What follows belongs to an exercise in optimizing a design on an open flow for small area and a short achievable clock period; a production flow would make more cautious choices. No functional check of the RTL was part of any run shown here.

## flow/design.v (module list and top-level ports; edited modules follow where they fit)
// module iir_biquad_filter: 1085 lines
// module iir_fa: 10 lines
// module iir_ha: 9 lines
module iir_biquad_filter #(
  parameter int unsigned NB   = 10,
  parameter int unsigned NC   = 10,
  parameter int unsigned FRAC = 9
) (
  input  logic                 CLK,
  input  logic                 RST,
  input  logic signed [NB-1:0] DIN,
  input  logic                 VIN,
  input  logic                 COEF_WE,
  input  logic [2:0]           COEF_ADDR,
  input  logic signed [NC-1:0] COEF_DATA,
  input  logic                 COEF_COMMIT,
  input  logic                 FLUSH,
  input  logic                 BYPASS,
  input  logic                 CLR_SAT,
  output logic signed [NB-1:0] DOUT,
  output logic                 VOUT,
  output logic                 SAT
);
  // ...
==> flow/flow/run.sh <==
#!/bin/bash
# Layout flow: the standard flow (standard.sh) with two changes: the
# ports are buffered with a plain buffer cell, and timing repair only resizes
# and swaps cells (no buffer insertion or gate cloning). Each step's full
# output goes to a log file of its own in the work folder.
set -euo pipefail
bash standard.sh synth > synth.log 2>&1
bash standard.sh "BUFFER_PORTS_ARGS=-buffer_cell sky130_fd_sc_hd__buf_2" \
  "SETUP_MOVE_SEQUENCE=unbuffer,sizeup,swap" finish > layout.log 2>&1
==> flow/standard.sh <==
#!/bin/bash
# synth_recipe.tcl (not shown) runs the flow's synth.tcl, then flattens the netlist and writes it again
# the make line also repeats each setting of config.mk as NAME=value (left out here)
make -C /OpenROAD-flow-scripts/flow DESIGN_CONFIG=/design/flow/config.mk WORK_HOME=/design/flow/orfs CLKGATE_MAP_FILE= SYNTH_SCRIPT=/design/flow/synth_recipe.tcl "${@:-finish}"
==> flow/config.mk <==
export PLATFORM = sky130hd
export DESIGN_NAME = iir_biquad_filter
export DESIGN_NICKNAME = iir_biquad_filter
export VERILOG_FILES = /design/flow/design.v
export SDC_FILE = /design/flow/constraint.sdc
export NUM_CORES = 4
export LEC_CHECK = 0
export ABC_AREA = 1
export CAP_MARGIN = 20
export CORE_MARGIN = 2
export CORE_UTILIZATION = 40
export SETUP_SLACK_MARGIN = 4.5
export SLEW_MARGIN = 20
export SYNTH_HIERARCHICAL = 1
export SYNTH_MINIMUM_KEEP_SIZE = 0
==> flow/constraint.sdc <==
create_clock -name core_clock -period 11.0 [get_ports {CLK}]
set_input_delay 2.2000 -clock core_clock [delete_from_list [all_inputs] [get_ports {CLK}]]
set_output_delay 2.2000 -clock core_clock [all_outputs]
set_load 0.01 [all_outputs]
==> flow_summary.toml, run 1 <==
[run_status]
status = "finished clean"

[synthesis]
synth_area_in_compound_gates_pct = 14.7
synth_top_flop_cell = "dfrtp_1"
synthSimpleGateAreaFrac_pct = 10.6
yosysWarnings = 10
synth_sequential_area_ratio_pct = 24.6
synth.top_cells.by_area = "fa_1 27%, dfrtp_1 25%, xor2_1 10%"
syn-mean-instance-area_um2 = 9.39
synth.distinct_cells = 44
synth_commonest_cells = "308 x nand2_1, 260 x fa_1, 222 x xor2_1, 209 x o22ai_1, 199 x inv_1"

[floorplanning]
die_width_um = 222
rows = 79
core_region_area_um2 = 46800
starting_density_of_the_core_pct = 40.7

[cts]
post-cts-setup-buffers = 0
clock_insertion_delay_worst_skew_ps = 470
worst_path_clk_slew_ps = 80
cts_repair_resize_count = 163
cts-hold-fix-buffers = 0

[timing]
worst_clock_skew_ps = 15.1
finalSetupViolations = 0
finalWorstPathRequiredPeriod_ps = 6850
worst_tran_pin_value_ps = 1040

[cells_and_area]
number_of_nets_in_the_final_layout = 2372
nFillCells = 4422
most-common-layout-cells = "283 x nand2_1, 216 x fa_1, 213 x xor2_1, 187 x dfrtp_1, 179 x o22ai_1"
largest_class = "multi-input combinational cells"
leading_cell_type_in_the_layout_fill_and_taps_excluded = "nand2_1"
drive_above_1_share_pct = 18.3

[detailed_routing]
drt_pre_antenna_iters = 6
ant_nets = 0
top_layer = "met4"

[worst_setup_path]
crit_path_frequent_cell = "fa_2"
worstSetupPathType = "in -> reg"
worst-r2r-setup-slack_ps = 4320
worstReg2RegStart = "act_q[3][7]$_DFFE_PP0P_"
worstSetupEndpoint = "pre_b_q[5]$_DFF_PP0_"
cp-start-kind = "input port"

[placed_design]
postPlaceCellArea_um2 = 19900

[grt]
grt_antenna_before_repair = 1
==> inputs of run 2 (changes only) <==
--- a/flow/design.v
+++ b/flow/design.v
@@ -17,28 +17,32 @@
   output logic signed [NB-1:0] DOUT,
   output logic                 VOUT,
   output logic                 SAT
 );
   localparam int unsigned NCOEF = 5;
   logic [NC-1:0] shd_q [NCOEF];
   logic [NC-1:0] act_q [NCOEF];
   logic [NC-1:0] act_d [NCOEF];
+  logic [14:0]   shd_enc [NCOEF];
+  logic [14:0]   act_e_q [NCOEF];
+  logic [14:0]   enc_d [NCOEF];
   logic [NB-1:0] x1_q, x2_q, y1_q, y2_q;
   logic [NB-1:0] x1_d, x2_d, y1_d, y2_d;
   logic [NB-1:0] dout_q;
   logic          vout_q, sat_q;
   logic [21:0]   pre_a_q, pre_b_q;
   logic [21:0]   pre_a_d, pre_b_d;
   logic [21:0]   acc_c;
   logic [NB-1:0] y_c;
   logic          clip_c;
   logic          filt_c;
   always_comb begin
     for (int i = 0; i < NCOEF; i++) act_d[i] = COEF_COMMIT ? shd_q[i] : act_q[i];
+    for (int i = 0; i < NCOEF; i++) enc_d[i] = COEF_COMMIT ? shd_enc[i] : act_e_q[i];
     x1_d = x1_q;
     x2_d = x2_q;
     y1_d = y1_q;
     y2_d = y2_q;
     if (filt_c) begin
       x2_d = x1_q;
       x1_d = DIN;
       y2_d = y1_q;
@@ -46,244 +50,319 @@
     end
     if (FLUSH) begin
       x1_d = '0;
       x2_d = '0;
       y1_d = '0;
       y2_d = '0;
     end
   end
+  assign shd_enc[0][0] = shd_q[0][0] ^ 1'b0;
+  assign shd_enc[0][1] = (shd_q[0][1] & ~shd_q[0][0] & ~1'b0) | (~shd_q[0][1] & shd_q[0][0] & 1'b0);
+  assign shd_enc[0][2] = shd_q[0][1] & ~(shd_q[0][0] & 1'b0);
+  assign shd_enc[0][3] = shd_q[0][2] ^ shd_q[0][1];
+  assign shd_enc[0][4] = (shd_q[0][3] & ~shd_q[0][2] & ~shd_q[0][1]) | (~shd_q[0][3] & shd_q[0][2] & shd_q[0][1]);
+  assign shd_enc[0][5] = shd_q[0][3] & ~(shd_q[0][2] & shd_q[0][1]);
+  assign shd_enc[0][6] = shd_q[0][4] ^ shd_q[0][3];
+  assign shd_enc[0][7] = (shd_q[0][5] & ~shd_q[0][4] & ~shd_q[0][3]) | (~shd_q[0][5] & shd_q[0][4] & shd_q[0][3]);
+  assign shd_enc[0][8] = shd_q[0][5] & ~(shd_q[0][4] & shd_q[0][3]);
+  assign shd_enc[0][9] = shd_q[0][6] ^ shd_q[0][5];
+  assign shd_enc[0][10] = (shd_q[0][7] & ~shd_q[0][6] & ~shd_q[0][5]) | (~shd_q[0][7] & shd_q[0][6] & shd_q[0][5]);
+  assign shd_enc[0][11] = shd_q[0][7] & ~(shd_q[0][6] & shd_q[0][5]);
+  assign shd_enc[0][12] = shd_q[0][8] ^ shd_q[0][7];
+  assign shd_enc[0][13] = (shd_q[0][9] & ~shd_q[0][8] & ~shd_q[0][7]) | (~shd_q[0][9] & shd_q[0][8] & shd_q[0][7]);
+  assign shd_enc[0][14] = shd_q[0][9] & ~(shd_q[0][8] & shd_q[0][7]);
+  assign shd_enc[1][0] = shd_q[1][0] ^ 1'b0;
+  assign shd_enc[1][1] = (shd_q[1][1] & ~shd_q[1][0] & ~1'b0) | (~shd_q[1][1] & shd_q[1][0] & 1'b0);
+  assign shd_enc[1][2] = shd_q[1][1] & ~(shd_q[1][0] & 1'b0);
+  assign shd_enc[1][3] = shd_q[1][2] ^ shd_q[1][1];
+  assign shd_enc[1][4] = (shd_q[1][3] & ~shd_q[1][2] & ~shd_q[1][1]) | (~shd_q[1][3] & shd_q[1][2] & shd_q[1][1]);
+  assign shd_enc[1][5] = shd_q[1][3] & ~(shd_q[1][2] & shd_q[1][1]);
+  assign shd_enc[1][6] = shd_q[1][4] ^ shd_q[1][3];
+  assign shd_enc[1][7] = (shd_q[1][5] & ~shd_q[1][4] & ~shd_q[1][3]) | (~shd_q[1][5] & shd_q[1][4] & shd_q[1][3]);
+  assign shd_enc[1][8] = shd_q[1][5] & ~(shd_q[1][4] & shd_q[1][3]);
+  assign shd_enc[1][9] = shd_q[1][6] ^ shd_q[1][5];
+  assign shd_enc[1][10] = (shd_q[1][7] & ~shd_q[1][6] & ~shd_q[1][5]) | (~shd_q[1][7] & shd_q[1][6] & shd_q[1][5]);
+  assign shd_enc[1][11] = shd_q[1][7] & ~(shd_q[1][6] & shd_q[1][5]);
+  assign shd_enc[1][12] = shd_q[1][8] ^ shd_q[1][7];
+  assign shd_enc[1][13] = (shd_q[1][9] & ~shd_q[1][8] & ~shd_q[1][7]) | (~shd_q[1][9] & shd_q[1][8] & shd_q[1][7]);
+  assign shd_enc[1][14] = shd_q[1][9] & ~(shd_q[1][8] & shd_q[1][7]);
+  assign shd_enc[2][0] = shd_q[2][0] ^ 1'b0;
+  assign shd_enc[2][1] = (shd_q[2][1] & ~shd_q[2][0] & ~1'b0) | (~shd_q[2][1] & shd_q[2][0] & 1'b0);
+  assign shd_enc[2][2] = shd_q[2][1] & ~(shd_q[2][0] & 1'b0);
+  assign shd_enc[2][3] = shd_q[2][2] ^ shd_q[2][1];
+  assign shd_enc[2][4] = (shd_q[2][3] & ~shd_q[2][2] & ~shd_q[2][1]) | (~shd_q[2][3] & shd_q[2][2] & shd_q[2][1]);
+  assign shd_enc[2][5] = shd_q[2][3] & ~(shd_q[2][2] & shd_q[2][1]);
+  assign shd_enc[2][6] = shd_q[2][4] ^ shd_q[2][3];
+  assign shd_enc[2][7] = (shd_q[2][5] & ~shd_q[2][4] & ~shd_q[2][3]) | (~shd_q[2][5] & shd_q[2][4] & shd_q[2][3]);
+  assign shd_enc[2][8] = shd_q[2][5] & ~(shd_q[2][4] & shd_q[2][3]);
+  assign shd_enc[2][9] = shd_q[2][6] ^ shd_q[2][5];
+  assign shd_enc[2][10] = (shd_q[2][7] & ~shd_q[2][6] & ~shd_q[2][5]) | (~shd_q[2][7] & shd_q[2][6] & shd_q[2][5]);
+  assign shd_enc[2][11] = shd_q[2][7] & ~(shd_q[2][6] & shd_q[2][5]);
+  assign shd_enc[2][12] = shd_q[2][8] ^ shd_q[2][7];
+  assign shd_enc[2][13] = (shd_q[2][9] & ~shd_q[2][8] & ~shd_q[2][7]) | (~shd_q[2][9] & shd_q[2][8] & shd_q[2][7]);
+  assign shd_enc[2][14] = shd_q[2][9] & ~(shd_q[2][8] & shd_q[2][7]);
+  assign shd_enc[3][0] = shd_q[3][0] ^ 1'b0;
+  assign shd_enc[3][1] = (shd_q[3][1] & ~shd_q[3][0] & ~1'b0) | (~shd_q[3][1] & shd_q[3][0] & 1'b0);
+  assign shd_enc[3][2] = ~shd_q[3][1] & (shd_q[3][0] | 1'b0);
+  assign shd_enc[3][3] = shd_q[3][2] ^ shd_q[3][1];
+  assign shd_enc[3][4] = (shd_q[3][3] & ~shd_q[3][2] & ~shd_q[3][1]) | (~shd_q[3][3] & shd_q[3][2] & shd_q[3][1]);
+  assign shd_enc[3][5] = ~shd_q[3][3] & (shd_q[3][2] | shd_q[3][1]);
+  assign shd_enc[3][6] = shd_q[3][4] ^ shd_q[3][3];
+  assign shd_enc[3][7] = (shd_q[3][5] & ~shd_q[3][4] & ~shd_q[3][3]) | (~shd_q[3][5] & shd_q[3][4] & shd_q[3][3]);
+  assign shd_enc[3][8] = ~shd_q[3][5] & (shd_q[3][4] | shd_q[3][3]);
+  assign shd_enc[3][9] = shd_q[3][6] ^ shd_q[3][5];
+  assign shd_enc[3][10] = (shd_q[3][7] & ~shd_q[3][6] & ~shd_q[3][5]) | (~shd_q[3][7] & shd_q[3][6] & shd_q[3][5]);
+  assign shd_enc[3][11] = ~shd_q[3][7] & (shd_q[3][6] | shd_q[3][5]);
+  assign shd_enc[3][12] = shd_q[3][8] ^ shd_q[3][7];
+  assign shd_enc[3][13] = (shd_q[3][9] & ~shd_q[3][8] & ~shd_q[3][7]) | (~shd_q[3][9] & shd_q[3][8] & shd_q[3][7]);
+  assign shd_enc[3][14] = ~shd_q[3][9] & (shd_q[3][8] | shd_q[3][7]);
+  assign shd_enc[4][0] = shd_q[4][0] ^ 1'b0;
+  assign shd_enc[4][1] = (shd_q[4][1] & ~shd_q[4][0] & ~1'b0) | (~shd_q[4][1] & shd_q[4][0] & 1'b0);
+  assign shd_enc[4][2] = ~shd_q[4][1] & (shd_q[4][0] | 1'b0);
+  assign shd_enc[4][3] = shd_q[4][2] ^ shd_q[4][1];
+  assign shd_enc[4][4] = (shd_q[4][3] & ~shd_q[4][2] & ~shd_q[4][1]) | (~shd_q[4][3] & shd_q[4][2] & shd_q[4][1]);
+  assign shd_enc[4][5] = ~shd_q[4][3] & (shd_q[4][2] | shd_q[4][1]);
+  assign shd_enc[4][6] = shd_q[4][4] ^ shd_q[4][3];
+  assign shd_enc[4][7] = (shd_q[4][5] & ~shd_q[4][4] & ~shd_q[4][3]) | (~shd_q[4][5] & shd_q[4][4] & shd_q[4][3]);
+  assign shd_enc[4][8] = ~shd_q[4][5] & (shd_q[4][4] | shd_q[4][3]);
+  assign shd_enc[4][9] = shd_q[4][6] ^ shd_q[4][5];
+  assign shd_enc[4][10] = (shd_q[4][7] & ~shd_q[4][6] & ~shd_q[4][5]) | (~shd_q[4][7] & shd_q[4][6] & shd_q[4][5]);
+  assign shd_enc[4][11] = ~shd_q[4][7] & (shd_q[4][6] | shd_q[4][5]);
+  assign shd_enc[4][12] = shd_q[4][8] ^ shd_q[4][7];
+  assign shd_enc[4][13] = (shd_q[4][9] & ~shd_q[4][8] & ~shd_q[4][7]) | (~shd_q[4][9] & shd_q[4][8] & shd_q[4][7]);
+  assign shd_enc[4][14] = ~shd_q[4][9] & (shd_q[4][8] | shd_q[4][7]);
   wire pb1_one0, pb1_two0, pb1_neg0;
-  assign pb1_one0 = act_d[1][0] ^ 1'b0;
-  assign pb1_two0 = (act_d[1][1] & ~act_d[1][0] & ~1'b0) | (~act_d[1][1] & act_d[1][0] & 1'b0);
-  assign pb1_neg0 = act_d[1][1] & ~(act_d[1][0] & 1'b0);
+  assign pb1_one0 = enc_d[1][0];
+  assign pb1_two0 = enc_d[1][1];
+  assign pb1_neg0 = enc_d[1][2];
   wire [10:0] pb1_r0;
   assign pb1_r0[0] = (pb1_one0 & x1_d[0]) ^ pb1_neg0;
   assign pb1_r0[1] = ((pb1_one0 & x1_d[1]) | (pb1_two0 & x1_d[0])) ^ pb1_neg0;
   assign pb1_r0[2] = ((pb1_one0 & x1_d[2]) | (pb1_two0 & x1_d[1])) ^ pb1_neg0;
   assign pb1_r0[3] = ((pb1_one0 & x1_d[3]) | (pb1_two0 & x1_d[2])) ^ pb1_neg0;
   assign pb1_r0[4] = ((pb1_one0 & x1_d[4]) | (pb1_two0 & x1_d[3])) ^ pb1_neg0;
   assign pb1_r0[5] = ((pb1_one0 & x1_d[5]) | (pb1_two0 & x1_d[4])) ^ pb1_neg0;
   assign pb1_r0[6] = ((pb1_one0 & x1_d[6]) | (pb1_two0 & x1_d[5])) ^ pb1_neg0;
   assign pb1_r0[7] = ((pb1_one0 & x1_d[7]) | (pb1_two0 & x1_d[6])) ^ pb1_neg0;
   assign pb1_r0[8] = ((pb1_one0 & x1_d[8]) | (pb1_two0 & x1_d[7])) ^ pb1_neg0;
   assign pb1_r0[9] = ((pb1_one0 & x1_d[9]) | (pb1_two0 & x1_d[8])) ^ pb1_neg0;
   assign pb1_r0[10] = ~(((pb1_one0 | pb1_two0) & x1_d[9]) ^ pb1_neg0);
   wire pb1_one1, pb1_two1, pb1_neg1;
-  assign pb1_one1 = act_d[1][2] ^ act_d[1][1];
-  assign pb1_two1 = (act_d[1][3] & ~act_d[1][2] & ~act_d[1][1]) | (~act_d[1][3] & act_d[1][2] & act_d[1][1]);
-  assign pb1_neg1 = act_d[1][3] & ~(act_d[1][2] & act_d[1][1]);
+  assign pb1_one1 = enc_d[1][3];
+  assign pb1_two1 = enc_d[1][4];
+  assign pb1_neg1 = enc_d[1][5];
   wire [10:0] pb1_r1;
   assign pb1_r1[0] = (pb1_one1 & x1_d[0]) ^ pb1_neg1;
   assign pb1_r1[1] = ((pb1_one1 & x1_d[1]) | (pb1_two1 & x1_d[0])) ^ pb1_neg1;
   assign pb1_r1[2] = ((pb1_one1 & x1_d[2]) | (pb1_two1 & x1_d[1])) ^ pb1_neg1;
   assign pb1_r1[3] = ((pb1_one1 & x1_d[3]) | (pb1_two1 & x1_d[2])) ^ pb1_neg1;
   assign pb1_r1[4] = ((pb1_one1 & x1_d[4]) | (pb1_two1 & x1_d[3])) ^ pb1_neg1;
   assign pb1_r1[5] = ((pb1_one1 & x1_d[5]) | (pb1_two1 & x1_d[4])) ^ pb1_neg1;
   assign pb1_r1[6] = ((pb1_one1 & x1_d[6]) | (pb1_two1 & x1_d[5])) ^ pb1_neg1;
   assign pb1_r1[7] = ((pb1_one1 & x1_d[7]) | (pb1_two1 & x1_d[6])) ^ pb1_neg1;
   assign pb1_r1[8] = ((pb1_one1 & x1_d[8]) | (pb1_two1 & x1_d[7])) ^ pb1_neg1;
   assign pb1_r1[9] = ((pb1_one1 & x1_d[9]) | (pb1_two1 & x1_d[8])) ^ pb1_neg1;
   assign pb1_r1[10] = ~(((pb1_one1 | pb1_two1) & x1_d[9]) ^ pb1_neg1);
   wire pb1_one2, pb1_two2, pb1_neg2;
-  assign pb1_one2 = act_d[1][4] ^ act_d[1][3];
-  assign pb1_two2 = (act_d[1][5] & ~act_d[1][4] & ~act_d[1][3]) | (~act_d[1][5] & act_d[1][4] & act_d[1][3]);
-  assign pb1_neg2 = act_d[1][5] & ~(act_d[1][4] & act_d[1][3]);
+  assign pb1_one2 = enc_d[1][6];
+  assign pb1_two2 = enc_d[1][7];
+  assign pb1_neg2 = enc_d[1][8];
   wire [10:0] pb1_r2;
   assign pb1_r2[0] = (pb1_one2 & x1_d[0]) ^ pb1_neg2;
   assign pb1_r2[1] = ((pb1_one2 & x1_d[1]) | (pb1_two2 & x1_d[0])) ^ pb1_neg2;
   assign pb1_r2[2] = ((pb1_one2 & x1_d[2]) | (pb1_two2 & x1_d[1])) ^ pb1_neg2;
   assign pb1_r2[3] = ((pb1_one2 & x1_d[3]) | (pb1_two2 & x1_d[2])) ^ pb1_neg2;
   assign pb1_r2[4] = ((pb1_one2 & x1_d[4]) | (pb1_two2 & x1_d[3])) ^ pb1_neg2;
   assign pb1_r2[5] = ((pb1_one2 & x1_d[5]) | (pb1_two2 & x1_d[4])) ^ pb1_neg2;
   assign pb1_r2[6] = ((pb1_one2 & x1_d[6]) | (pb1_two2 & x1_d[5])) ^ pb1_neg2;
   assign pb1_r2[7] = ((pb1_one2 & x1_d[7]) | (pb1_two2 & x1_d[6])) ^ pb1_neg2;
   assign pb1_r2[8] = ((pb1_one2 & x1_d[8]) | (pb1_two2 & x1_d[7])) ^ pb1_neg2;
   assign pb1_r2[9] = ((pb1_one2 & x1_d[9]) | (pb1_two2 & x1_d[8])) ^ pb1_neg2;
   assign pb1_r2[10] = ~(((pb1_one2 | pb1_two2) & x1_d[9]) ^ pb1_neg2);
   wire pb1_one3, pb1_two3, pb1_neg3;
-  assign pb1_one3 = act_d[1][6] ^ act_d[1][5];
-  assign pb1_two3 = (act_d[1][7] & ~act_d[1][6] & ~act_d[1][5]) | (~act_d[1][7] & act_d[1][6] & act_d[1][5]);
-  assign pb1_neg3 = act_d[1][7] & ~(act_d[1][6] & act_d[1][5]);
+  assign pb1_one3 = enc_d[1][9];
+  assign pb1_two3 = enc_d[1][10];
+  assign pb1_neg3 = enc_d[1][11];
   wire [10:0] pb1_r3;
   assign pb1_r3[0] = (pb1_one3 & x1_d[0]) ^ pb1_neg3;
   assign pb1_r3[1] = ((pb1_one3 & x1_d[1]) | (pb1_two3 & x1_d[0])) ^ pb1_neg3;
   assign pb1_r3[2] = ((pb1_one3 & x1_d[2]) | (pb1_two3 & x1_d[1])) ^ pb1_neg3;
   assign pb1_r3[3] = ((pb1_one3 & x1_d[3]) | (pb1_two3 & x1_d[2])) ^ pb1_neg3;
   assign pb1_r3[4] = ((pb1_one3 & x1_d[4]) | (pb1_two3 & x1_d[3])) ^ pb1_neg3;
   assign pb1_r3[5] = ((pb1_one3 & x1_d[5]) | (pb1_two3 & x1_d[4])) ^ pb1_neg3;
   assign pb1_r3[6] = ((pb1_one3 & x1_d[6]) | (pb1_two3 & x1_d[5])) ^ pb1_neg3;
   assign pb1_r3[7] = ((pb1_one3 & x1_d[7]) | (pb1_two3 & x1_d[6])) ^ pb1_neg3;
   assign pb1_r3[8] = ((pb1_one3 & x1_d[8]) | (pb1_two3 & x1_d[7])) ^ pb1_neg3;
   assign pb1_r3[9] = ((pb1_one3 & x1_d[9]) | (pb1_two3 & x1_d[8])) ^ pb1_neg3;
   assign pb1_r3[10] = ~(((pb1_one3 | pb1_two3) & x1_d[9]) ^ pb1_neg3);
   wire pb1_one4, pb1_two4, pb1_neg4;
-  assign pb1_one4 = act_d[1][8] ^ act_d[1][7];
-  assign pb1_two4 = (act_d[1][9] & ~act_d[1][8] & ~act_d[1][7]) | (~act_d[1][9] & act_d[1][8] & act_d[1][7]);
-  assign pb1_neg4 = act_d[1][9] & ~(act_d[1][8] & act_d[1][7]);
+  assign pb1_one4 = enc_d[1][12];
+  assign pb1_two4 = enc_d[1][13];
+  assign pb1_neg4 = enc_d[1][14];
   wire [10:0] pb1_r4;
   assign pb1_r4[0] = (pb1_one4 & x1_d[0]) ^ pb1_neg4;
   assign pb1_r4[1] = ((pb1_one4 & x1_d[1]) | (pb1_two4 & x1_d[0])) ^ pb1_neg4;
   assign pb1_r4[2] = ((pb1_one4 & x1_d[2]) | (pb1_two4 & x1_d[1])) ^ pb1_neg4;
   assign pb1_r4[3] = ((pb1_one4 & x1_d[3]) | (pb1_two4 & x1_d[2])) ^ pb1_neg4;
   assign pb1_r4[4] = ((pb1_one4 & x1_d[4]) | (pb1_two4 & x1_d[3])) ^ pb1_neg4;
   assign pb1_r4[5] = ((pb1_one4 & x1_d[5]) | (pb1_two4 & x1_d[4])) ^ pb1_neg4;
   assign pb1_r4[6] = ((pb1_one4 & x1_d[6]) | (pb1_two4 & x1_d[5])) ^ pb1_neg4;
   assign pb1_r4[7] = ((pb1_one4 & x1_d[7]) | (pb1_two4 & x1_d[6])) ^ pb1_neg4;
   assign pb1_r4[8] = ((pb1_one4 & x1_d[8]) | (pb1_two4 & x1_d[7])) ^ pb1_neg4;
   assign pb1_r4[9] = ((pb1_one4 & x1_d[9]) | (pb1_two4 & x1_d[8])) ^ pb1_neg4;
   assign pb1_r4[10] = ~(((pb1_one4 | pb1_two4) & x1_d[9]) ^ pb1_neg4);
   wire pb2_one0, pb2_two0, pb2_neg0;
-  assign pb2_one0 = act_d[2][0] ^ 1'b0;
-  assign pb2_two0 = (act_d[2][1] & ~act_d[2][0] & ~1'b0) | (~act_d[2][1] & act_d[2][0] & 1'b0);
-  assign pb2_neg0 = act_d[2][1] & ~(act_d[2][0] & 1'b0);
+  assign pb2_one0 = enc_d[2][0];
+  assign pb2_two0 = enc_d[2][1];
+  assign pb2_neg0 = enc_d[2][2];
   wire [10:0] pb2_r0;
   assign pb2_r0[0] = (pb2_one0 & x2_d[0]) ^ pb2_neg0;
   assign pb2_r0[1] = ((pb2_one0 & x2_d[1]) | (pb2_two0 & x2_d[0])) ^ pb2_neg0;
   assign pb2_r0[2] = ((pb2_one0 & x2_d[2]) | (pb2_two0 & x2_d[1])) ^ pb2_neg0;
   assign pb2_r0[3] = ((pb2_one0 & x2_d[3]) | (pb2_two0 & x2_d[2])) ^ pb2_neg0;
   assign pb2_r0[4] = ((pb2_one0 & x2_d[4]) | (pb2_two0 & x2_d[3])) ^ pb2_neg0;
   assign pb2_r0[5] = ((pb2_one0 & x2_d[5]) | (pb2_two0 & x2_d[4])) ^ pb2_neg0;
   assign pb2_r0[6] = ((pb2_one0 & x2_d[6]) | (pb2_two0 & x2_d[5])) ^ pb2_neg0;
   assign pb2_r0[7] = ((pb2_one0 & x2_d[7]) | (pb2_two0 & x2_d[6])) ^ pb2_neg0;
   assign pb2_r0[8] = ((pb2_one0 & x2_d[8]) | (pb2_two0 & x2_d[7])) ^ pb2_neg0;
   assign pb2_r0[9] = ((pb2_one0 & x2_d[9]) | (pb2_two0 & x2_d[8])) ^ pb2_neg0;
   assign pb2_r0[10] = ~(((pb2_one0 | pb2_two0) & x2_d[9]) ^ pb2_neg0);
   wire pb2_one1, pb2_two1, pb2_neg1;
-  assign pb2_one1 = act_d[2][2] ^ act_d[2][1];
-  assign pb2_two1 = (act_d[2][3] & ~act_d[2][2] & ~act_d[2][1]) | (~act_d[2][3] & act_d[2][2] & act_d[2][1]);
-  assign pb2_neg1 = act_d[2][3] & ~(act_d[2][2] & act_d[2][1]);
+  assign pb2_one1 = enc_d[2][3];
+  assign pb2_two1 = enc_d[2][4];
+  assign pb2_neg1 = enc_d[2][5];
   wire [10:0] pb2_r1;
   assign pb2_r1[0] = (pb2_one1 & x2_d[0]) ^ pb2_neg1;
   assign pb2_r1[1] = ((pb2_one1 & x2_d[1]) | (pb2_two1 & x2_d[0])) ^ pb2_neg1;
   assign pb2_r1[2] = ((pb2_one1 & x2_d[2]) | (pb2_two1 & x2_d[1])) ^ pb2_neg1;
   assign pb2_r1[3] = ((pb2_one1 & x2_d[3]) | (pb2_two1 & x2_d[2])) ^ pb2_neg1;
   assign pb2_r1[4] = ((pb2_one1 & x2_d[4]) | (pb2_two1 & x2_d[3])) ^ pb2_neg1;
   assign pb2_r1[5] = ((pb2_one1 & x2_d[5]) | (pb2_two1 & x2_d[4])) ^ pb2_neg1;
   assign pb2_r1[6] = ((pb2_one1 & x2_d[6]) | (pb2_two1 & x2_d[5])) ^ pb2_neg1;
   assign pb2_r1[7] = ((pb2_one1 & x2_d[7]) | (pb2_two1 & x2_d[6])) ^ pb2_neg1;
   assign pb2_r1[8] = ((pb2_one1 & x2_d[8]) | (pb2_two1 & x2_d[7])) ^ pb2_neg1;
   assign pb2_r1[9] = ((pb2_one1 & x2_d[9]) | (pb2_two1 & x2_d[8])) ^ pb2_neg1;
   assign pb2_r1[10] = ~(((pb2_one1 | pb2_two1) & x2_d[9]) ^ pb2_neg1);
   wire pb2_one2, pb2_two2, pb2_neg2;
-  assign pb2_one2 = act_d[2][4] ^ act_d[2][3];
-  assign pb2_two2 = (act_d[2][5] & ~act_d[2][4] & ~act_d[2][3]) | (~act_d[2][5] & act_d[2][4] & act_d[2][3]);
-  assign pb2_neg2 = act_d[2][5] & ~(act_d[2][4] & act_d[2][3]);
+  assign pb2_one2 = enc_d[2][6];
+  assign pb2_two2 = enc_d[2][7];
+  assign pb2_neg2 = enc_d[2][8];
   wire [10:0] pb2_r2;
   assign pb2_r2[0] = (pb2_one2 & x2_d[0]) ^ pb2_neg2;
   assign pb2_r2[1] = ((pb2_one2 & x2_d[1]) | (pb2_two2 & x2_d[0])) ^ pb2_neg2;
   assign pb2_r2[2] = ((pb2_one2 & x2_d[2]) | (pb2_two2 & x2_d[1])) ^ pb2_neg2;
   assign pb2_r2[3] = ((pb2_one2 & x2_d[3]) | (pb2_two2 & x2_d[2])) ^ pb2_neg2;
   assign pb2_r2[4] = ((pb2_one2 & x2_d[4]) | (pb2_two2 & x2_d[3])) ^ pb2_neg2;
   assign pb2_r2[5] = ((pb2_one2 & x2_d[5]) | (pb2_two2 & x2_d[4])) ^ pb2_neg2;
   assign pb2_r2[6] = ((pb2_one2 & x2_d[6]) | (pb2_two2 & x2_d[5])) ^ pb2_neg2;
   assign pb2_r2[7] = ((pb2_one2 & x2_d[7]) | (pb2_two2 & x2_d[6])) ^ pb2_neg2;
   assign pb2_r2[8] = ((pb2_one2 & x2_d[8]) | (pb2_two2 & x2_d[7])) ^ pb2_neg2;
   assign pb2_r2[9] = ((pb2_one2 & x2_d[9]) | (pb2_two2 & x2_d[8])) ^ pb2_neg2;
   assign pb2_r2[10] = ~(((pb2_one2 | pb2_two2) & x2_d[9]) ^ pb2_neg2);
   wire pb2_one3, pb2_two3, pb2_neg3;
-  assign pb2_one3 = act_d[2][6] ^ act_d[2][5];
-  assign pb2_two3 = (act_d[2][7] & ~act_d[2][6] & ~act_d[2][5]) | (~act_d[2][7] & act_d[2][6] & act_d[2][5]);
-  assign pb2_neg3 = act_d[2][7] & ~(act_d[2][6] & act_d[2][5]);
+  assign pb2_one3 = enc_d[2][9];
+  assign pb2_two3 = enc_d[2][10];
+  assign pb2_neg3 = enc_d[2][11];
   wire [10:0] pb2_r3;
   assign pb2_r3[0] = (pb2_one3 & x2_d[0]) ^ pb2_neg3;
   assign pb2_r3[1] = ((pb2_one3 & x2_d[1]) | (pb2_two3 & x2_d[0])) ^ pb2_neg3;
   assign pb2_r3[2] = ((pb2_one3 & x2_d[2]) | (pb2_two3 & x2_d[1])) ^ pb2_neg3;
   assign pb2_r3[3] = ((pb2_one3 & x2_d[3]) | (pb2_two3 & x2_d[2])) ^ pb2_neg3;
   assign pb2_r3[4] = ((pb2_one3 & x2_d[4]) | (pb2_two3 & x2_d[3])) ^ pb2_neg3;
   assign pb2_r3[5] = ((pb2_one3 & x2_d[5]) | (pb2_two3 & x2_d[4])) ^ pb2_neg3;
   assign pb2_r3[6] = ((pb2_one3 & x2_d[6]) | (pb2_two3 & x2_d[5])) ^ pb2_neg3;
   assign pb2_r3[7] = ((pb2_one3 & x2_d[7]) | (pb2_two3 & x2_d[6])) ^ pb2_neg3;
   assign pb2_r3[8] = ((pb2_one3 & x2_d[8]) | (pb2_two3 & x2_d[7])) ^ pb2_neg3;
   assign pb2_r3[9] = ((pb2_one3 & x2_d[9]) | (pb2_two3 & x2_d[8])) ^ pb2_neg3;
   assign pb2_r3[10] = ~(((pb2_one3 | pb2_two3) & x2_d[9]) ^ pb2_neg3);
   wire pb2_one4, pb2_two4, pb2_neg4;
-  assign pb2_one4 = act_d[2][8] ^ act_d[2][7];
-  assign pb2_two4 = (act_d[2][9] & ~act_d[2][8] & ~act_d[2][7]) | (~act_d[2][9] & act_d[2][8] & act_d[2][7]);
-  assign pb2_neg4 = act_d[2][9] & ~(act_d[2][8] & act_d[2][7]);
+  assign pb2_one4 = enc_d[2][12];
+  assign pb2_two4 = enc_d[2][13];
+  assign pb2_neg4 = enc_d[2][14];
   wire [10:0] pb2_r4;
   assign pb2_r4[0] = (pb2_one4 & x2_d[0]) ^ pb2_neg4;
   assign pb2_r4[1] = ((pb2_one4 & x2_d[1]) | (pb2_two4 & x2_d[0])) ^ pb2_neg4;
   assign pb2_r4[2] = ((pb2_one4 & x2_d[2]) | (pb2_two4 & x2_d[1])) ^ pb2_neg4;
   assign pb2_r4[3] = ((pb2_one4 & x2_d[3]) | (pb2_two4 & x2_d[2])) ^ pb2_neg4;
   assign pb2_r4[4] = ((pb2_one4 & x2_d[4]) | (pb2_two4 & x2_d[3])) ^ pb2_neg4;
   assign pb2_r4[5] = ((pb2_one4 & x2_d[5]) | (pb2_two4 & x2_d[4])) ^ pb2_neg4;
   assign pb2_r4[6] = ((pb2_one4 & x2_d[6]) | (pb2_two4 & x2_d[5])) ^ pb2_neg4;
   assign pb2_r4[7] = ((pb2_one4 & x2_d[7]) | (pb2_two4 & x2_d[6])) ^ pb2_neg4;
   assign pb2_r4[8] = ((pb2_one4 & x2_d[8]) | (pb2_two4 & x2_d[7])) ^ pb2_neg4;
   assign pb2_r4[9] = ((pb2_one4 & x2_d[9]) | (pb2_two4 & x2_d[8])) ^ pb2_neg4;
   assign pb2_r4[10] = ~(((pb2_one4 | pb2_two4) & x2_d[9]) ^ pb2_neg4);
   wire pa2_one0, pa2_two0, pa2_neg0;
-  assign pa2_one0 = act_d[4][0] ^ 1'b0;
-  assign pa2_two0 = (act_d[4][1] & ~act_d[4][0] & ~1'b0) | (~act_d[4][1] & act_d[4][0] & 1'b0);
-  assign pa2_neg0 = ~act_d[4][1] & (act_d[4][0] | 1'b0);
+  assign pa2_one0 = enc_d[4][0];
+  assign pa2_two0 = enc_d[4][1];
+  assign pa2_neg0 = enc_d[4][2];
   wire [10:0] pa2_r0;
   assign pa2_r0[0] = (pa2_one0 & y2_d[0]) ^ pa2_neg0;
   assign pa2_r0[1] = ((pa2_one0 & y2_d[1]) | (pa2_two0 & y2_d[0])) ^ pa2_neg0;
   assign pa2_r0[2] = ((pa2_one0 & y2_d[2]) | (pa2_two0 & y2_d[1])) ^ pa2_neg0;
   assign pa2_r0[3] = ((pa2_one0 & y2_d[3]) | (pa2_two0 & y2_d[2])) ^ pa2_neg0;
   assign pa2_r0[4] = ((pa2_one0 & y2_d[4]) | (pa2_two0 & y2_d[3])) ^ pa2_neg0;
   assign pa2_r0[5] = ((pa2_one0 & y2_d[5]) | (pa2_two0 & y2_d[4])) ^ pa2_neg0;
   assign pa2_r0[6] = ((pa2_one0 & y2_d[6]) | (pa2_two0 & y2_d[5])) ^ pa2_neg0;
   assign pa2_r0[7] = ((pa2_one0 & y2_d[7]) | (pa2_two0 & y2_d[6])) ^ pa2_neg0;
   assign pa2_r0[8] = ((pa2_one0 & y2_d[8]) | (pa2_two0 & y2_d[7])) ^ pa2_neg0;
   assign pa2_r0[9] = ((pa2_one0 & y2_d[9]) | (pa2_two0 & y2_d[8])) ^ pa2_neg0;
   assign pa2_r0[10] = ~(((pa2_one0 | pa2_two0) & y2_d[9]) ^ pa2_neg0);
   wire pa2_one1, pa2_two1, pa2_neg1;
-  assign pa2_one1 = act_d[4][2] ^ act_d[4][1];
-  assign pa2_two1 = (act_d[4][3] & ~act_d[4][2] & ~act_d[4][1]) | (~act_d[4][3] & act_d[4][2] & act_d[4][1]);
-  assign pa2_neg1 = ~act_d[4][3] & (act_d[4][2] | act_d[4][1]);
+  assign pa2_one1 = enc_d[4][3];
+  assign pa2_two1 = enc_d[4][4];
+  assign pa2_neg1 = enc_d[4][5];
   wire [10:0] pa2_r1;
   assign pa2_r1[0] = (pa2_one1 & y2_d[0]) ^ pa2_neg1;
   assign pa2_r1[1] = ((pa2_one1 & y2_d[1]) | (pa2_two1 & y2_d[0])) ^ pa2_neg1;
   assign pa2_r1[2] = ((pa2_one1 & y2_d[2]) | (pa2_two1 & y2_d[1])) ^ pa2_neg1;
   assign pa2_r1[3] = ((pa2_one1 & y2_d[3]) | (pa2_two1 & y2_d[2])) ^ pa2_neg1;
   assign pa2_r1[4] = ((pa2_one1 & y2_d[4]) | (pa2_two1 & y2_d[3])) ^ pa2_neg1;
   assign pa2_r1[5] = ((pa2_one1 & y2_d[5]) | (pa2_two1 & y2_d[4])) ^ pa2_neg1;
   assign pa2_r1[6] = ((pa2_one1 & y2_d[6]) | (pa2_two1 & y2_d[5])) ^ pa2_neg1;
   assign pa2_r1[7] = ((pa2_one1 & y2_d[7]) | (pa2_two1 & y2_d[6])) ^ pa2_neg1;
   assign pa2_r1[8] = ((pa2_one1 & y2_d[8]) | (pa2_two1 & y2_d[7])) ^ pa2_neg1;
   assign pa2_r1[9] = ((pa2_one1 & y2_d[9]) | (pa2_two1 & y2_d[8])) ^ pa2_neg1;
   assign pa2_r1[10] = ~(((pa2_one1 | pa2_two1) & y2_d[9]) ^ pa2_neg1);
   wire pa2_one2, pa2_two2, pa2_neg2;
-  assign pa2_one2 = act_d[4][4] ^ act_d[4][3];
-  assign pa2_two2 = (act_d[4][5] & ~act_d[4][4] & ~act_d[4][3]) | (~act_d[4][5] & act_d[4][4] & act_d[4][3]);
-  assign pa2_neg2 = ~act_d[4][5] & (act_d[4][4] | act_d[4][3]);
+  assign pa2_one2 = enc_d[4][6];
+  assign pa2_two2 = enc_d[4][7];
+  assign pa2_neg2 = enc_d[4][8];
   wire [10:0] pa2_r2;
   assign pa2_r2[0] = (pa2_one2 & y2_d[0]) ^ pa2_neg2;
   assign pa2_r2[1] = ((pa2_one2 & y2_d[1]) | (pa2_two2 & y2_d[0])) ^ pa2_neg2;
   assign pa2_r2[2] = ((pa2_one2 & y2_d[2]) | (pa2_two2 & y2_d[1])) ^ pa2_neg2;
   assign pa2_r2[3] = ((pa2_one2 & y2_d[3]) | (pa2_two2 & y2_d[2])) ^ pa2_neg2;
   assign pa2_r2[4] = ((pa2_one2 & y2_d[4]) | (pa2_two2 & y2_d[3])) ^ pa2_neg2;
   assign pa2_r2[5] = ((pa2_one2 & y2_d[5]) | (pa2_two2 & y2_d[4])) ^ pa2_neg2;
   assign pa2_r2[6] = ((pa2_one2 & y2_d[6]) | (pa2_two2 & y2_d[5])) ^ pa2_neg2;
   assign pa2_r2[7] = ((pa2_one2 & y2_d[7]) | (pa2_two2 & y2_d[6])) ^ pa2_neg2;
   assign pa2_r2[8] = ((pa2_one2 & y2_d[8]) | (pa2_two2 & y2_d[7])) ^ pa2_neg2;
   assign pa2_r2[9] = ((pa2_one2 & y2_d[9]) | (pa2_two2 & y2_d[8])) ^ pa2_neg2;
   assign pa2_r2[10] = ~(((pa2_one2 | pa2_two2) & y2_d[9]) ^ pa2_neg2);
   wire pa2_one3, pa2_two3, pa2_neg3;
-  assign pa2_one3 = act_d[4][6] ^ act_d[4][5];
-  assign pa2_two3 = (act_d[4][7] & ~act_d[4][6] & ~act_d[4][5]) | (~act_d[4][7] & act_d[4][6] & act_d[4][5]);
-  assign pa2_neg3 = ~act_d[4][7] & (act_d[4][6] | act_d[4][5]);
+  assign pa2_one3 = enc_d[4][9];
+  assign pa2_two3 = enc_d[4][10];
+  assign pa2_neg3 = enc_d[4][11];
   wire [10:0] pa2_r3;
   assign pa2_r3[0] = (pa2_one3 & y2_d[0]) ^ pa2_neg3;
   assign pa2_r3[1] = ((pa2_one3 & y2_d[1]) | (pa2_two3 & y2_d[0])) ^ pa2_neg3;
   assign pa2_r3[2] = ((pa2_one3 & y2_d[2]) | (pa2_two3 & y2_d[1])) ^ pa2_neg3;
   assign pa2_r3[3] = ((pa2_one3 & y2_d[3]) | (pa2_two3 & y2_d[2])) ^ pa2_neg3;
   assign pa2_r3[4] = ((pa2_one3 & y2_d[4]) | (pa2_two3 & y2_d[3])) ^ pa2_neg3;
   assign pa2_r3[5] = ((pa2_one3 & y2_d[5]) | (pa2_two3 & y2_d[4])) ^ pa2_neg3;
   assign pa2_r3[6] = ((pa2_one3 & y2_d[6]) | (pa2_two3 & y2_d[5])) ^ pa2_neg3;
   assign pa2_r3[7] = ((pa2_one3 & y2_d[7]) | (pa2_two3 & y2_d[6])) ^ pa2_neg3;
   assign pa2_r3[8] = ((pa2_one3 & y2_d[8]) | (pa2_two3 & y2_d[7])) ^ pa2_neg3;
   assign pa2_r3[9] = ((pa2_one3 & y2_d[9]) | (pa2_two3 & y2_d[8])) ^ pa2_neg3;
   assign pa2_r3[10] = ~(((pa2_one3 | pa2_two3) & y2_d[9]) ^ pa2_neg3);
   wire pa2_one4, pa2_two4, pa2_neg4;
-  assign pa2_one4 = act_d[4][8] ^ act_d[4][7];
-  assign pa2_two4 = (act_d[4][9] & ~act_d[4][8] & ~act_d[4][7]) | (~act_d[4][9] & act_d[4][8] & act_d[4][7]);
-  assign pa2_neg4 = ~act_d[4][9] & (act_d[4][8] | act_d[4][7]);
+  assign pa2_one4 = enc_d[4][12];
+  assign pa2_two4 = enc_d[4][13];
+  assign pa2_neg4 = enc_d[4][14];
   wire [10:0] pa2_r4;
   assign pa2_r4[0] = (pa2_one4 & y2_d[0]) ^ pa2_neg4;
   assign pa2_r4[1] = ((pa2_one4 & y2_d[1]) | (pa2_two4 & y2_d[0])) ^ pa2_neg4;
   assign pa2_r4[2] = ((pa2_one4 & y2_d[2]) | (pa2_two4 & y2_d[1])) ^ pa2_neg4;
   assign pa2_r4[3] = ((pa2_one4 & y2_d[3]) | (pa2_two4 & y2_d[2])) ^ pa2_neg4;
   assign pa2_r4[4] = ((pa2_one4 & y2_d[4]) | (pa2_two4 & y2_d[3])) ^ pa2_neg4;
   assign pa2_r4[5] = ((pa2_one4 & y2_d[5]) | (pa2_two4 & y2_d[4])) ^ pa2_neg4;
   assign pa2_r4[6] = ((pa2_one4 & y2_d[6]) | (pa2_two4 & y2_d[5])) ^ pa2_neg4;
@@ -1038,39 +1117,48 @@
   assign bfs126 = ~(pre_a_q[20] ^ bfc124);
   assign bfc126 = pre_a_q[20] | bfc124;
   wire bfs127, bfc127;
   assign bfs127 = ~(pre_a_q[21] ^ pre_b_q[21]);
   assign bfc127 = pre_a_q[21] | pre_b_q[21];
   wire [21:0] cs_a, cs_b;
   assign cs_a = {bfs127, bfs126, bfs125, bfs123, bfs120, bfc111, bhc105, bhs105, bhc89, bhc79, bfs78, bfc59, bfc49, bfc39, bfs39, bfc23, bfc16, bhs17, bfs10, bhs7, bhs3, bhs1};
   assign cs_b = {bfc126, bfc125, 1'b0, bfc120, 1'b0, bfs116, bfs111, bfc97, bfs97, bhs89, bhs79, bfs69, bfs59, bfs49, 1'b0, bfs31, bfs23, bfs16, bhs11, bfs6, pb0_r0[1], pb0_r0[0]};
-  assign acc_c = cs_a + cs_b;
-  assign clip_c = (acc_c[21:18] != {4{acc_c[21]}});
+  wire [18:0] lo_c   = {1'b0, cs_a[17:0]} + {1'b0, cs_b[17:0]};
+  wire [3:0]  top0_c = cs_a[21:18] + cs_b[21:18];
+  wire [3:0]  top1_c = cs_a[21:18] + cs_b[21:18] + 4'd1;
+  wire [3:0]  top_c  = lo_c[18] ? top1_c : top0_c;
+  wire        clip0_c = (top0_c != {4{top0_c[3]}});
+  wire        clip1_c = (top1_c != {4{top1_c[3]}});
+  assign acc_c = {top_c, lo_c[17:0]};
+  assign clip_c = lo_c[18] ? clip1_c : clip0_c;
   assign y_c    = clip_c ? {acc_c[21], {(NB-1){~acc_c[21]}}} : acc_c[18:9];
   assign filt_c = VIN && !BYPASS;
   always_ff @(posedge CLK or posedge RST) begin
     if (RST) begin
       for (int i = 0; i < NCOEF; i++) begin
-        shd_q[i] <= '0;
-        act_q[i] <= '0;
+        shd_q[i]   <= '0;
+        act_q[i]   <= '0;
+        act_e_q[i] <= '0;
       end
       x1_q    <= '0;
       x2_q    <= '0;
       y1_q    <= '0;
       y2_q    <= '0;
       pre_a_q <= '0;
       pre_b_q <= '0;
       dout_q  <= '0;
       vout_q  <= 1'b0;
       sat_q   <= 1'b0;
     end else begin
-      for (int i = 0; i < NCOEF; i++) begin
-        act_q[i] <= act_d[i];
+      for (int i = 0; i < NCOEF; i++)
         if (COEF_WE && (COEF_ADDR == 3'(i))) shd_q[i] <= COEF_DATA;
+      for (int i = 0; i < NCOEF; i++) begin
+        act_q[i]   <= act_d[i];
+        act_e_q[i] <= enc_d[i];
       end
       x1_q    <= x1_d;
       x2_q    <= x2_d;
       y1_q    <= y1_d;
       y2_q    <= y2_d;
       pre_a_q <= pre_a_d;
       pre_b_q <= pre_b_d;
       vout_q  <= VIN;
@@ -1097,8 +1185,18 @@
   input  logic a,
   input  logic b,
   output logic s,
   output logic co
 );
   assign s  = a ^ b;
   assign co = a & b;
 endmodule
+module iir_bsel (
+  input  logic x,
+  input  logic xm,
+  input  logic one,
+  input  logic two,
+  input  logic neg,
+  output logic pp
+);
+  assign pp = ((one & x) | (two & xm)) ^ neg;
+endmodule
--- a/flow/config.mk
+++ b/flow/config.mk
@@ -4,12 +4,12 @@
 export VERILOG_FILES = /design/flow/design.v
 export SDC_FILE = /design/flow/constraint.sdc
 export NUM_CORES = 4
 export LEC_CHECK = 0
 export ABC_AREA = 1
 export CAP_MARGIN = 20
 export CORE_MARGIN = 2
 export CORE_UTILIZATION = 40
-export SETUP_SLACK_MARGIN = 4.5
+export SETUP_SLACK_MARGIN = 4
 export SLEW_MARGIN = 20
 export SYNTH_HIERARCHICAL = 1
 export SYNTH_MINIMUM_KEEP_SIZE = 0
==> run 2 against run 1 <==
  * Still clean
  * Sequential share of layout area up 1.7 points
  * Design area up 0.40%
  * Register-to-register slack worse by 20 ps
  * Largest cell class unchanged
  * Hold slack worse by 6.9 ps
==> flow_summary.toml, run 2 <==
[synthesis]
asyncSetResetFlopFracSynth_pct = 100
synth-xor-area-share_pct = 12.4
syn_inst = 2004
synthesis.area_um2 = 19500
synth-adder-area-share_pct = 30.9
synth.distinct_cells = 43
synth_commonest_cells = "278 x nand2_1, 260 x fa_1, 243 x xor2_1, 224 x o22ai_1, 202 x dfrtp_1"
yosysTopAreaCell = "fa_1"
syn-mean-instance-area_um2 = 9.75
net_count_synth = 2361
yosys_register_bits = 202
synth_sequential_area_ratio_pct = 25.9
synth_area_in_compound_gates_pct = 15.2
yosysWarnings = 13
most_frequent_cell_after_synthesis = "nand2_1"
synth_top_flop_cell = "dfrtp_1"
synth.top_cell.area_share_pct = 26.6
synth.top_cells.by_area = "fa_1 27%, dfrtp_1 26%, xor2_1 11%"
synth.area.mux_share_pct = 0
synthSimpleGateAreaFrac_pct = 8.74
synth_enable_flop_cells = 0
combinational_family_with_the_most_area_after_synthesis = "adder cells"

[placed_design]
detailed_placer_s_ending_hpwl_um = 47600
portBuffers = 42
place.gp.congestion = 0.993
postPlaceCellArea_um2 = 20400
post-place-cells = 2615

[detailed_routing]
detail_route.vias_per_cell = 5.70
route.detailed.wl_per_inst_um = 23.3
wl_um = 62000
post-route-drc-count = 0
num_vias = 15200
ant_nets = 0
drt_pre_antenna_iters = 5
initialDrtViolationCount = 1590

[worst_setup_path]
critical-path-top-delay-family = "adder cells"
worst-r2r-setup-slack_ps = 4300
worstReg2RegStart = "act_q[3][5]$_DFFE_PP0P_"
cp-start-kind = "input port"
required_ps = 11440
critical_path.max_stage_delay_ps = 580
worstSetupPathType = "in -> reg"
crit_path_frequent_cell = "fa_1"
regToRegEndpoint = "y1_q[7]$_DFFE_PP0P_"
critical-path-slowest-cell = "fa_1"
timing.critical_path.arrival_ps = 7220
capturing_element_type_of_the_critical_path = "flop"
register_to_register_path_depth = 24
worst-path-buf-inv = 5
timing.critical_path.cells = "buf_2 > inv_2 > nor2_4 > inv_2 > nor2_4 > inv_6 > o22ai_4 > inv_2 > o22ai_1 > xor2_1 > fa_1 > fa_1 > fa_1 > fa_1 > fa_1 > fa_1"
cp_max_fo = 29

[grt]
global_route.overflow_total = 0
grt_max_degree = 180
grt_first_pass_wirelength_um = 94200
via_count_of_the_first_global_routing_pass = 15400
grt_antenna_before_repair = 0
grt.total_usage_pct = 24.8

[timing]
maxClockFrequency_ghz = 0.148
setup-tns-final_ps = 0
hold_violations = 0
rsz_0062_raised_after_global_routing = "no"
timing_max_transition_violations_final = 0
finalCritPeriodShare_pct = 61.6
max_slew_headroom_pct = 20.5
worst_tran_pin_value_ps = 1180
worst_clock_skew_ps = 17.1
whs_ps = 472
finalSetupViolations = 0
finalWorstPathRequiredPeriod_ps = 6780

[cells_and_area]
finish.instance_area_um2 = 21600
fin_cells = 2664
number_of_nets_in_the_final_layout = 2380
nFillCells = 4624
most-common-layout-cells = "278 x nand2_1, 260 x fa_1, 242 x xor2_1, 220 x o22ai_1, 202 x dfrtp_1"
max_flop_register = "shd_q"
largestRegisters = "shd_q (50), act_e_q (45), pre_a_q (22)"
area_growth_pct = 10.5
antenna_cells_inserted = 0
leading_cell_type_in_the_layout_fill_and_taps_excluded = "nand2_1"
drive_above_1_share_pct = 12.2
largest_reg_flops = 50

[floorplanning]
die_y_um = 225
fp.dieArea_um2 = 50600
rows = 81
starting_density_of_the_core_pct = 40.3
die_width_um = 225
io_pins = 43
core_region_area_um2 = 48500

[cts]
numCtsBuffers = 27
worst_path_clk_slew_ps = 60
clkSinkCount = 202
cts-root-buf = "clkbuf_16"
ctsHtreeMaxLevel = 1
clock_insertion_delay_worst_skew_ps = 580
cts_max_path_buffers = 3
tritoncts = "built"

[worst_hold_path]
holdPathEnd = "dout_q[4]$_DFFE_PP0P_"
min_path_type = "reg -> reg"
hold_path_startpoint = "dout_q[4]$_DFFE_PP0P_"
worst_hold_path.num_cells = 2

[run_status]
status = "finished clean"

[run]
cap_violations = 0
## run 2: layer usage
metal  vias to the layer above  GRT usage, %  share of wire, %
li1                       6673             -                 -
met1                      7618          34.1                43
met2                       747          39.3                46
met3                       143          4.22               7.3
met4                         0          9.16               3.8
met5                         -             0                 0
## run 2: timing repair
action,4_1_cts,5_1_grt
gates cloned,0,0
pin swaps,0,4
hold buffers,0,0
setup buffers,0,0
setup endpoints to repair,14,47
resized for setup,3,39
## run 2: cell type report
cell class / instances / area (um^2) / area share [%]
Multi-Input combinational cell: 1473 / 13300 / 61.5
Sequential cell: 202 / 5050 / 23.4
Inverter: 245 / 978 / 4.53
Tap cell: 622 / 778 / 3.60
Clock buffer: 35 / 756 / 3.50
Timing Repair Buffer: 74 / 493 / 2.28
Clock inverter: 13 / 244 / 1.13
## run 2: kinds of logic after synthesis
| group | after synthesis |
|---|---|
| buffers and inverters | 329 |
| AOI/OAI and AO/OA | 469 |
| DFF | 202 |
| adders and majority gates | 326 |
| other | 1 |
| xor gates and xnor gates | 277 |
| and+or+nand+nor | 400 |
## run 2: per-module statistics from Yosys, one instance, submodules excluded
module / cells / copies in the design / flops+latches
iir_ha: 1 / 20 / 0
iir_biquad_filter: 1724 / 1 / 202
iir_fa: 1 / 260 / 0
## run 2: worst register-to-register path: stages, from the launching register on
cell and delay [ps]:
dfrtp_1 430, inv_1 130, ha_1 410, clkinvlp_4 230
o22ai_1 230, xor2_1 120, fa_1 440, fa_1 440
fa_1 420, fa_1 460, fa_1 390, fa_1 380
fa_1 370, ha_1 220, ha_1 320, ha_1 220
xor2_1 190, nand2_1 70, o21ai_0 260, nand3_2 190
nand2_4 190, nand3_1 220, nand2_1 140, nand2_1 70
o21ai_0 90
## run 2: how the worst max path moves through the flow
stage	end	startpoint	slack (ps)	cells past startpoint
after floorplan	y1_q[1]$_DFFE_PP0P_	DIN[8]	4420	24
after global placement	pre_b_q[11]$_DFF_PP0_	VIN	3210	15
after detailed placement	pre_b_q[11]$_DFF_PP0_	VIN	3120	15
after CTS	y1_q[6]$_DFFE_PP0P_	DIN[8]	4080	21
after global routing	y1_q[0]$_DFFE_PP0P_	DIN[9]	3990	23
final	pre_b_q[10]$_DFF_PP0_	VIN	4220	16
## run 2: per-stage QoR
step,util [%],setup WS [ps]
4_1_cts,44.1,4080
5_1_grt,44.5,3990
3_3_place_gp,42.0,3210
3_5_place_dp,42.0,3120
6_report,44.5,4220
2_1_floorplan,-,4420

separate check: timing with driven ports:
The flow's constraints put no driver on any port. The routed layouts listed below were extracted and timed again, unchanged, in two steps. Step 1 sets driving cells, clkbuf_16 on the clock port and buf_2 on the other inputs (assumed; they add their load-dependent delay and slew). Step 2 times the ports against the registers' clock, not the clock port: input delays grow and output delays shrink by t, the midpoint of the rising clock arrivals with the driver on. Three values: ideal ports, drivers, drivers and shift; two values: the first two.
| run | t, ns | setup WS [ns] | worst register clock-pin slew, ns |
|---|---|---|---|
| run 1 | 0.516 | 4.147 / 4.150 / 3.634 | 0.08 / 0.08 |
| run 2 | 0.627 | 4.222 / 4.255 / 3.628 | 0.06 / 0.06 |
After both steps every run listed still meets setup and hold. The setup slack of run 2, which loses most, moves by +0.033 ns with the drivers and by -0.594 ns with both steps.
